Background: an optimization exercise with open tools, aiming at small area. Do not read the settings as production practice. Only simulation tests tie the RTL to the original design; equivalence was not proved. The flow treats the clock pin as an ideal source, which a real chip does not have. No activity file was given, so power comes from the tool's default toggle rates.

// cmac_rx_monitor
module cmac_rx_monitor #(
   parameter int          MIN_FRAME_BYTES  = 64,
   parameter int          MAX_FRAME_BYTES  = 9600,
   parameter int          CNT_W            = 12,   
   parameter int          BYTES_W          = 24,   
   parameter logic [CNT_W-1:0] GOOD_FRAMES_INIT = '0    
) (
   input  logic               user_clk,
   input  logic               user_resetn,
   input  logic               clear,
   input  logic [511:0]       s_axis_tdata,
   input  logic [63:0]        s_axis_tkeep,
   input  logic               s_axis_tuser,
   input  logic               s_axis_tlast,
   input  logic               s_axis_tvalid,
   output logic               s_axis_tready,
   output logic [511:0]       m_axis_tdata,
   output logic [63:0]        m_axis_tkeep,
   output logic               m_axis_tuser,
   output logic               m_axis_tlast,
   output logic               m_axis_tvalid,
   input  logic               m_axis_tready,
   output logic [CNT_W-1:0]   good_frames,
   output logic [CNT_W-1:0]   bad_frames,
   output logic [CNT_W-1:0]   runt_frames,
   output logic [CNT_W-1:0]   oversize_frames,
   output logic [BYTES_W-1:0] good_bytes,
   output logic               frame_done,
   output logic [15:0]        last_frame_len
);
Size: ~2700 cells after synthesis, roughly 1300 flip-flops, roughly 0.044 mm2 of cells after synthesis.
clock: 13.0 ns
lec_check: 0
cap_margin: 20
core_area: 5 5 435 435
die_area: 0 0 440 440
place_density: 0.85
slew_margin: 20
standard.sh (not shown) runs the stock make flow with config.mk's settings and CLKGATE_MAP_FILE= SYNTH_SCRIPT=/design/flow/synth_recipe.tcl, a recipe that flattens the netlist after the stock synthesis.
==> flow/flow/run.sh <==
#!/bin/bash
# Standard ORFS layout (standard.sh) with three changes:
#  - every port still gets its own buffer, but a minimum-size one (buf_1);
#  - CTS uses clkbuf_8, clusters of up to 18 sinks within 70 um, and no dummy loads;
#  - after CTS, each leaf clock buffer gets the smallest clkbuf whose flip-flop clock
#    pins keep a placement-estimated slew under 115 ps (flow/clk_leaf_resize.tcl).
# ORFS writes each step's full log under orfs/logs/; make's own output goes to standard.log.
set -euo pipefail
export BUFFER_PORTS_ARGS="-buffer_cell sky130_fd_sc_hd__buf_1"
export CTS_ARGS="-sink_clustering_enable -repair_clock_nets -dont_use_dummy_load -buf_list sky130_fd_sc_hd__clkbuf_8 -sink_clustering_size 18 -sink_clustering_max_diameter 70"
export POST_CTS_TCL="$PWD/flow/clk_leaf_resize.tcl"
export CLK_SLEW_TARGET=0.115
bash standard.sh finish > standard.log 2>&1
Other scripts of this flow, unchanged in this note and not shown: flow/flow/clk_leaf_resize.tcl
Then changed:
CORE_AREA = 4 4 426 426   (was 5 5 435 435)
DIE_AREA = 0 0 430 430   (was 0 0 440 440)
Power rises by 0.56%.
Synthesized area is unchanged.
Synthesized cell count does not change.
Critical path depth went up by 1.
Flip-flop and latch count stays the same.
Clock power hardly moves.
Setup slack gets worse by 0.058 ns.
Then changed:
CORE_AREA = 5 5 435 435   (was 4 4 426 426)
DIE_AREA = 0 0 440 440   (was 0 0 430 430)
PLACE_DENSITY = unset   (was 0.85)
Clock power hardly moves.
Cell area is about the same.
Via count went down by 3.5%.
Power went down by 1.9%.
Clock-buffer cell count went up by 9.
Sequential power went down by about 0.8%.

========
cmac_rx_monitor, a different RTL version from the one above (not shown whole).
Size in the first run: roughly 2,500 cells after synthesis, about 1,300 flip-flops.
==> flow/config.mk <==
export PLATFORM = sky130hd
export DESIGN_NAME = cmac_rx_monitor
export DESIGN_NICKNAME = cmac_rx_monitor
export VERILOG_FILES = /design/flow/design.v
export SDC_FILE = /design/flow/constraint.sdc
export NUM_CORES = 4
export LEC_CHECK = 0
export CAP_MARGIN = 20
export CORE_AREA = 5 5 435 435
export CTS_BUF_LIST = sky130_fd_sc_hd__clkbuf_8
export CTS_CLUSTER_DIAMETER = 60
export CTS_CLUSTER_SIZE = 16
export DIE_AREA = 0 0 440 440
export SLEW_MARGIN = 20
==> flow/constraint.sdc <==
create_clock -name core_clock -period 13.0 [get_ports {user_clk}]
set_input_delay 2.6000 -clock core_clock [delete_from_list [all_inputs] [get_ports {user_clk}]]
set_output_delay 2.6000 -clock core_clock [all_outputs]
set_load 0.01 [all_outputs]
==> flow/flow/run.sh <==
#!/bin/bash
# Standard ORFS layout with two changes: every port still gets its own buffer, but a
# minimum-size one (buf_1) instead of the default pick, and CTS inserts no dummy loads.
set -euo pipefail
export BUFFER_PORTS_ARGS="-buffer_cell sky130_fd_sc_hd__buf_1"
export CTS_ARGS="-sink_clustering_enable -repair_clock_nets -dont_use_dummy_load -buf_list sky130_fd_sc_hd__clkbuf_8 -sink_clustering_size 16 -sink_clustering_max_diameter 60"
bash standard.sh finish > standard.log 2>&1
The starting point reached the layout checks and failed them: setup timing.
==> next run, changes <==
==> flow/flow/run.sh (replaced) <==
#!/bin/bash
# Standard ORFS layout with two changes: every port still gets its own buffer, but a
# minimum-size one (buf_1) instead of the default pick, and CTS inserts no dummy loads.
set -euo pipefail
export BUFFER_PORTS_ARGS="-buffer_cell sky130_fd_sc_hd__buf_1"
export CTS_ARGS="-sink_clustering_enable -repair_clock_nets -dont_use_dummy_load -buf_list sky130_fd_sc_hd__clkbuf_16 -sink_clustering_size 30 -sink_clustering_max_diameter 70"
bash standard.sh finish > standard.log 2>&1
--- a/flow/config.mk
+++ b/flow/config.mk
@@ -9,5 +9,5 @@
 export CORE_AREA = 5 5 435 435
-export CTS_BUF_LIST = sky130_fd_sc_hd__clkbuf_8
-export CTS_CLUSTER_DIAMETER = 60
-export CTS_CLUSTER_SIZE = 16
+export CTS_BUF_LIST = sky130_fd_sc_hd__clkbuf_16
+export CTS_CLUSTER_DIAMETER = 70
+export CTS_CLUSTER_SIZE = 30
 export DIE_AREA = 0 0 440 440
What happened: The new run ran to the end with violations: setup timing; routed wire length shrinks by 0.37%; via count drops by 0.68%; total power is higher by 3.0%; sequential cell count stays the same.

========
RTL: one of the versions met above, not the one the previous note started from.
For scale: ~2700 cells after synthesis, ~44000 sq um of cells after synthesis.
Design cmac_rx_monitor, start of the top module:
module cmac_rx_monitor #(
   parameter int          MIN_FRAME_BYTES  = 64,
   parameter int          MAX_FRAME_BYTES  = 9600,
   parameter int          CNT_W            = 12,   
   parameter int          BYTES_W          = 24,   
   parameter logic [CNT_W-1:0] GOOD_FRAMES_INIT = '0    
) (
   input  logic               user_clk,
   input  logic               user_resetn,
   input  logic               clear,
   input  logic [511:0]       s_axis_tdata,
   input  logic [63:0]        s_axis_tkeep,
   input  logic               s_axis_tuser,
   input  logic               s_axis_tlast,
   input  logic               s_axis_tvalid,
   output logic               s_axis_tready,
   output logic [511:0]       m_axis_tdata,
   output logic [63:0]        m_axis_tkeep,
   output logic               m_axis_tuser,
   output logic               m_axis_tlast,
   output logic               m_axis_tvalid,
   input  logic               m_axis_tready,
   output logic [CNT_W-1:0]   good_frames,
   output logic [CNT_W-1:0]   bad_frames,
   output logic [CNT_W-1:0]   runt_frames,
   output logic [CNT_W-1:0]   oversize_frames,
   output logic [BYTES_W-1:0] good_bytes,
   output logic               frame_done,
   output logic [15:0]        last_frame_len
);
clock: 13.0 ns
lec_check: 0
cap_margin: 20
core_area: 5 5 435 435
die_area: 0 0 440 440
slew_margin: 20
==> flow/flow/run.sh <==
#!/bin/bash
# Standard ORFS layout with two changes: every port still gets its own buffer, but a
# minimum-size one (buf_1) instead of the default pick, and CTS inserts no dummy loads.
set -euo pipefail
export BUFFER_PORTS_ARGS="-buffer_cell sky130_fd_sc_hd__buf_1"
export CTS_ARGS="-sink_clustering_enable -repair_clock_nets -dont_use_dummy_load -buf_list sky130_fd_sc_hd__clkbuf_8 -sink_clustering_size 18 -sink_clustering_max_diameter 70"
bash standard.sh finish > standard.log 2>&1
Change:
==> flow/flow/run.sh (replaced) <==
#!/bin/bash
# Standard ORFS layout with two changes: every port still gets its own buffer, but a
# minimum-size one (buf_1) instead of the default pick, and CTS inserts no dummy loads.
set -euo pipefail
export BUFFER_PORTS_ARGS="-buffer_cell sky130_fd_sc_hd__buf_1"
export CTS_ARGS="-sink_clustering_enable -repair_clock_nets -dont_use_dummy_load -buf_list sky130_fd_sc_hd__clkbuf_8 -sink_clustering_size 16 -sink_clustering_max_diameter 60"
bash standard.sh finish > standard.log 2>&1
- PLACE_DENSITY: default -> 0.75
Outcome: The new run finished with timing, DRC and antenna clean; utilization climbs by 0.11 points; cell area climbs slightly; routed wire length climbs by a little under a tenth; hold slack loses 0.037 ns.
Change:
- CTS_BUF_LIST: default -> sky130_fd_sc_hd__clkbuf_8
- CTS_CLUSTER_DIAMETER: default -> 60
- CTS_CLUSTER_SIZE: default -> 16
- PLACE_DENSITY: 0.75 -> default
After rerunning:
- The changed run completed without violations
- wire length fell by 7.1%
- critical path depth came out higher by 1
- total power shrinks by 1.6%
- worst setup slack is better by 0.32 ns
- cell area hardly moves
- die area stays the same
- combinational power came out lower by about 4%
- global-route usage decreases by 1.2 points

========
Starting RTL as in the previous note.
clock: 13.0 ns
lec_check: 0
cap_margin: 20
core_area: 5 5 435 435
die_area: 0 0 440 440
place_density: 0.85
slew_margin: 20
==> flow/flow/run.sh <==
#!/bin/bash
# Standard ORFS layout (standard.sh) with three changes:
#  - every port still gets its own buffer, but a minimum-size one (buf_1);
#  - CTS uses clkbuf_8, clusters of up to 22 sinks within 70 um, and no dummy loads;
#  - after CTS, each leaf clock buffer gets the smallest clkbuf whose flip-flop clock
#    pins keep a placement-estimated slew under 115 ps (flow/clk_leaf_resize.tcl).
# ORFS writes each step's full log under orfs/logs/; make's own output goes to standard.log.
set -euo pipefail
export BUFFER_PORTS_ARGS="-buffer_cell sky130_fd_sc_hd__buf_1"
export CTS_ARGS="-sink_clustering_enable -repair_clock_nets -dont_use_dummy_load -buf_list sky130_fd_sc_hd__clkbuf_8 -sink_clustering_size 22 -sink_clustering_max_diameter 70"
export POST_CTS_TCL="$PWD/flow/clk_leaf_resize.tcl"
export CLK_SLEW_TARGET=0.115
bash standard.sh finish > standard.log 2>&1
Other scripts of this flow, unchanged in this note and not shown: flow/flow/clk_leaf_resize.tcl
The baseline completed without violations.
Next try:
==> flow/flow/run.sh (replaced) <==
#!/bin/bash
# Standard ORFS layout (standard.sh) with three changes:
#  - every port still gets its own buffer, but a minimum-size one (buf_1);
#  - CTS uses clkbuf_8, clusters of up to 18 sinks within 70 um, and no dummy loads;
#  - after CTS, each leaf clock buffer gets the smallest clkbuf whose flip-flop clock
#    pins keep a placement-estimated slew under 115 ps (flow/clk_leaf_resize.tcl).
# ORFS writes each step's full log under orfs/logs/; make's own output goes to standard.log.
set -euo pipefail
export BUFFER_PORTS_ARGS="-buffer_cell sky130_fd_sc_hd__buf_1"
export CTS_ARGS="-sink_clustering_enable -repair_clock_nets -dont_use_dummy_load -buf_list sky130_fd_sc_hd__clkbuf_8 -sink_clustering_size 18 -sink_clustering_max_diameter 70"
export POST_CTS_TCL="$PWD/flow/clk_leaf_resize.tcl"
export CLK_SLEW_TARGET=0.115
bash standard.sh finish > standard.log 2>&1
GPL_ROUTABILITY_DRIVEN = 0   (was unset)
GPL_TIMING_DRIVEN = 0   (was unset)
Outcome:
- global-route usage increases by 0.62 points
- power barely changes
- critical path depth increases by 6
Next try:
==> flow/flow/run.sh (replaced) <==
#!/bin/bash
# Standard ORFS layout (standard.sh) with three changes:
#  - every port still gets its own buffer, but a minimum-size one (buf_1);
#  - CTS uses clkbuf_8, clusters of up to 16 sinks within 80 um, and no dummy loads;
#  - after CTS, each leaf clock buffer gets the smallest clkbuf whose flip-flop clock
#    pins keep a placement-estimated slew under 115 ps (flow/clk_leaf_resize.tcl).
# ORFS writes each step's full log under orfs/logs/; make's own output goes to standard.log.
set -euo pipefail
export BUFFER_PORTS_ARGS="-buffer_cell sky130_fd_sc_hd__buf_1"
export CTS_ARGS="-sink_clustering_enable -repair_clock_nets -dont_use_dummy_load -buf_list sky130_fd_sc_hd__clkbuf_8 -sink_clustering_size 16 -sink_clustering_max_diameter 80"
export POST_CTS_TCL="$PWD/flow/clk_leaf_resize.tcl"
export CLK_SLEW_TARGET=0.115
bash standard.sh finish > standard.log 2>&1
GPL_ROUTABILITY_DRIVEN = unset   (was 0)
GPL_TIMING_DRIVEN = unset   (was 0)
Die area stays the same.
Fmax went up by 4.0%.
Routed wire length went down by 3.6%.
Core utilization went down by 0.34 points.
Design area went down by 1.2%.
Synthesized cell count is unchanged.
Non-clock buffer count went down by 87.
Via count went down by 4.2%.
Area after synthesis does not change.
Register-to-register slack improved by 0.39 ns.

========
run a:
Starting RTL as in the previous note.
clock: 13.0 ns
lec_check: 0
cap_margin: 20
core_area: 5 5 435 435
die_area: 0 0 440 440
place_density: 0.75
slew_margin: 20
==> flow/flow/run.sh <==
#!/bin/bash
# Standard ORFS layout with two changes: every port still gets its own buffer, but a
# minimum-size one (buf_1) instead of the default pick, and CTS inserts no dummy loads.
set -euo pipefail
export BUFFER_PORTS_ARGS="-buffer_cell sky130_fd_sc_hd__buf_1"
export CTS_ARGS="-sink_clustering_enable -repair_clock_nets -dont_use_dummy_load -buf_list sky130_fd_sc_hd__clkbuf_4 -sink_clustering_size 10 -sink_clustering_max_diameter 40"
bash standard.sh finish > standard.log 2>&1
Run a ended with every stage complete and zero timing, DRC or antenna violations.
Here is what was changed in the inputs of run b compared with run a.
==> flow/flow/run.sh <==
#!/bin/bash
# Standard ORFS layout with two changes: every port still gets its own buffer, but a
# minimum-size one (buf_1) instead of the default pick, and CTS inserts no dummy loads.
set -euo pipefail
export BUFFER_PORTS_ARGS="-buffer_cell sky130_fd_sc_hd__buf_1"
export CTS_ARGS="-sink_clustering_enable -repair_clock_nets -dont_use_dummy_load -buf_list sky130_fd_sc_hd__clkbuf_8 -sink_clustering_size 20 -sink_clustering_max_diameter 60"
bash standard.sh finish > standard.log 2>&1
Summary — fraction of final layout cells sized beyond drive strength 1, run b relative to run a: lower, by 1.9 points. On largest stage delay on the critical path, the lower figure sits with run b, not run a. Run b vs. run a: worst setup slack for register-to-register paths increased by 0.06 ns relative to the old numbers; post-route cell area closely matched the old numbers; wire length closely matched the old numbers; antenna cell count decreased by 27% relative to the old numbers.

========
cmac_rx_monitor, a different RTL version from the one above (not shown whole).
Size in the first run: about 1300 I/O pins, ~44000 um^2 of cells after synthesis.
clock: 13.0 ns
lec_check: 0
cap_margin: 20
core_area: 5 5 435 435
cts_buf_list: sky130_fd_sc_hd__clkbuf_8
cts_cluster_diameter: 60
cts_cluster_size: 16
die_area: 0 0 440 440
slew_margin: 20
==> flow/flow/run.sh <==
#!/bin/bash
# Standard ORFS layout with two changes: every port still gets its own buffer, but a
# minimum-size one (buf_1) instead of the default pick, and CTS inserts no dummy loads.
set -euo pipefail
export BUFFER_PORTS_ARGS="-buffer_cell sky130_fd_sc_hd__buf_1"
export CTS_ARGS="-sink_clustering_enable -repair_clock_nets -dont_use_dummy_load -buf_list sky130_fd_sc_hd__clkbuf_8 -sink_clustering_size 16 -sink_clustering_max_diameter 60"
bash standard.sh finish > standard.log 2>&1
Change:
==> flow/run.sh (new file) <==
#!/bin/bash
# synth_recipe.tcl (not shown) runs the flow's synth.tcl, then flattens the netlist and writes it again
# the make line also repeats each setting of config.mk as NAME=value (left out here)
make -C /OpenROAD-flow-scripts/flow DESIGN_CONFIG=/design/flow/config.mk WORK_HOME=/design/flow/orfs CLKGATE_MAP_FILE= SYNTH_SCRIPT=/design/flow/synth_recipe.tcl finish
- CTS_BUF_LIST: sky130_fd_sc_hd__clkbuf_8 -> not set
- CTS_CLUSTER_DIAMETER: 60 -> not set
- CTS_CLUSTER_SIZE: 16 -> not set
removed: flow/flow/run.sh
removed: flow/standard.sh
Global-route usage increases by 0.78 points.
Combinational power grows by about 20%.
Worst hold slack gets better by 0.0033 ns.
Final cell count climbs by 2.5%.
Total power goes up by 19%.
Count of clock-buffer cells in the layout grows by 76.
Non-clock buffer count goes up by 14.
Area after synthesis is unchanged.

separate check: timing with driven ports:
The results above use ideal ports. As a check the final layouts listed here were re-extracted and re-timed, cells and wires unchanged.
Step 1 assumes that a clkbuf_16 drives the clock port and a buf_2 every other input.
Step 2 adds t to the input delays and takes it off the output delays; t is the mean of the earliest and latest rising clock arrival at the registers after step 1. Input paths then give back, and output paths get back, about the clock's delay inside the block.
Slacks: ideal / step 1 / step 2; pairs: ideal / step 1.
run	t (ns)	slack for setup (ns)	hold slack, ns	latest minus earliest clock arrival (ns)
the first run of note 1	0.861	1.520 / 1.562 / 0.701	0.470 / 0.470 / 0.470	0.112 / 0.112
the second run of note 1	0.853	1.462 / 1.506 / 0.653	0.458 / 0.458 / 0.458	0.148 / 0.148
the third run of note 1	0.873	1.944 / 1.989 / 1.116	0.461 / 0.461 / 0.461	0.136 / 0.136
the first run of note 2	0.893	-3.348 / -3.326 / -4.219	0.466 / 0.466 / 0.466	0.094 / 0.094
the second run of note 2	0.771	-3.490 / -3.480 / -4.251	0.466 / 0.466 / 0.466	0.094 / 0.094
the first run of note 3	0.887	1.901 / 1.946 / 1.059	0.458 / 0.458 / 0.458	0.143 / 0.142
the second run of note 3	0.864	1.660 / 1.707 / 0.843	0.422 / 0.422 / 0.422	0.182 / 0.182
the third run of note 3	0.902	1.983 / 2.026 / 1.123	0.467 / 0.467 / 0.467	0.133 / 0.133
the first run of note 4	0.854	1.532 / 1.575 / 0.721	0.466 / 0.466 / 0.466	0.133 / 0.133
the second run of note 4	0.830	1.139 / 1.147 / 0.317	0.471 / 0.471 / 0.471	0.163 / 0.163
the third run of note 4	0.830	1.590 / 1.638 / 0.808	0.467 / 0.467 / 0.467	0.178 / 0.179
run a	1.207	1.984 / 2.030 / 0.823	0.467 / 0.467 / 0.467	0.246 / 0.246
run b	0.875	1.702 / 1.745 / 0.869	0.456 / 0.456 / 0.456	0.185 / 0.185
the first run of note 6	0.886	1.156 / 1.206 / 0.320	0.465 / 0.465 / 0.465	0.095 / 0.094
the second run of note 6	0.849	0.755 / 0.812 / -0.037	0.468 / 0.468 / 0.468	0.032 / 0.032
With both steps, setup timing fails in the second run of note 6, where it was met with ideal ports. The setup slack of run a, which loses most, moves by +0.046 ns with the drivers and by -1.161 ns with both steps.
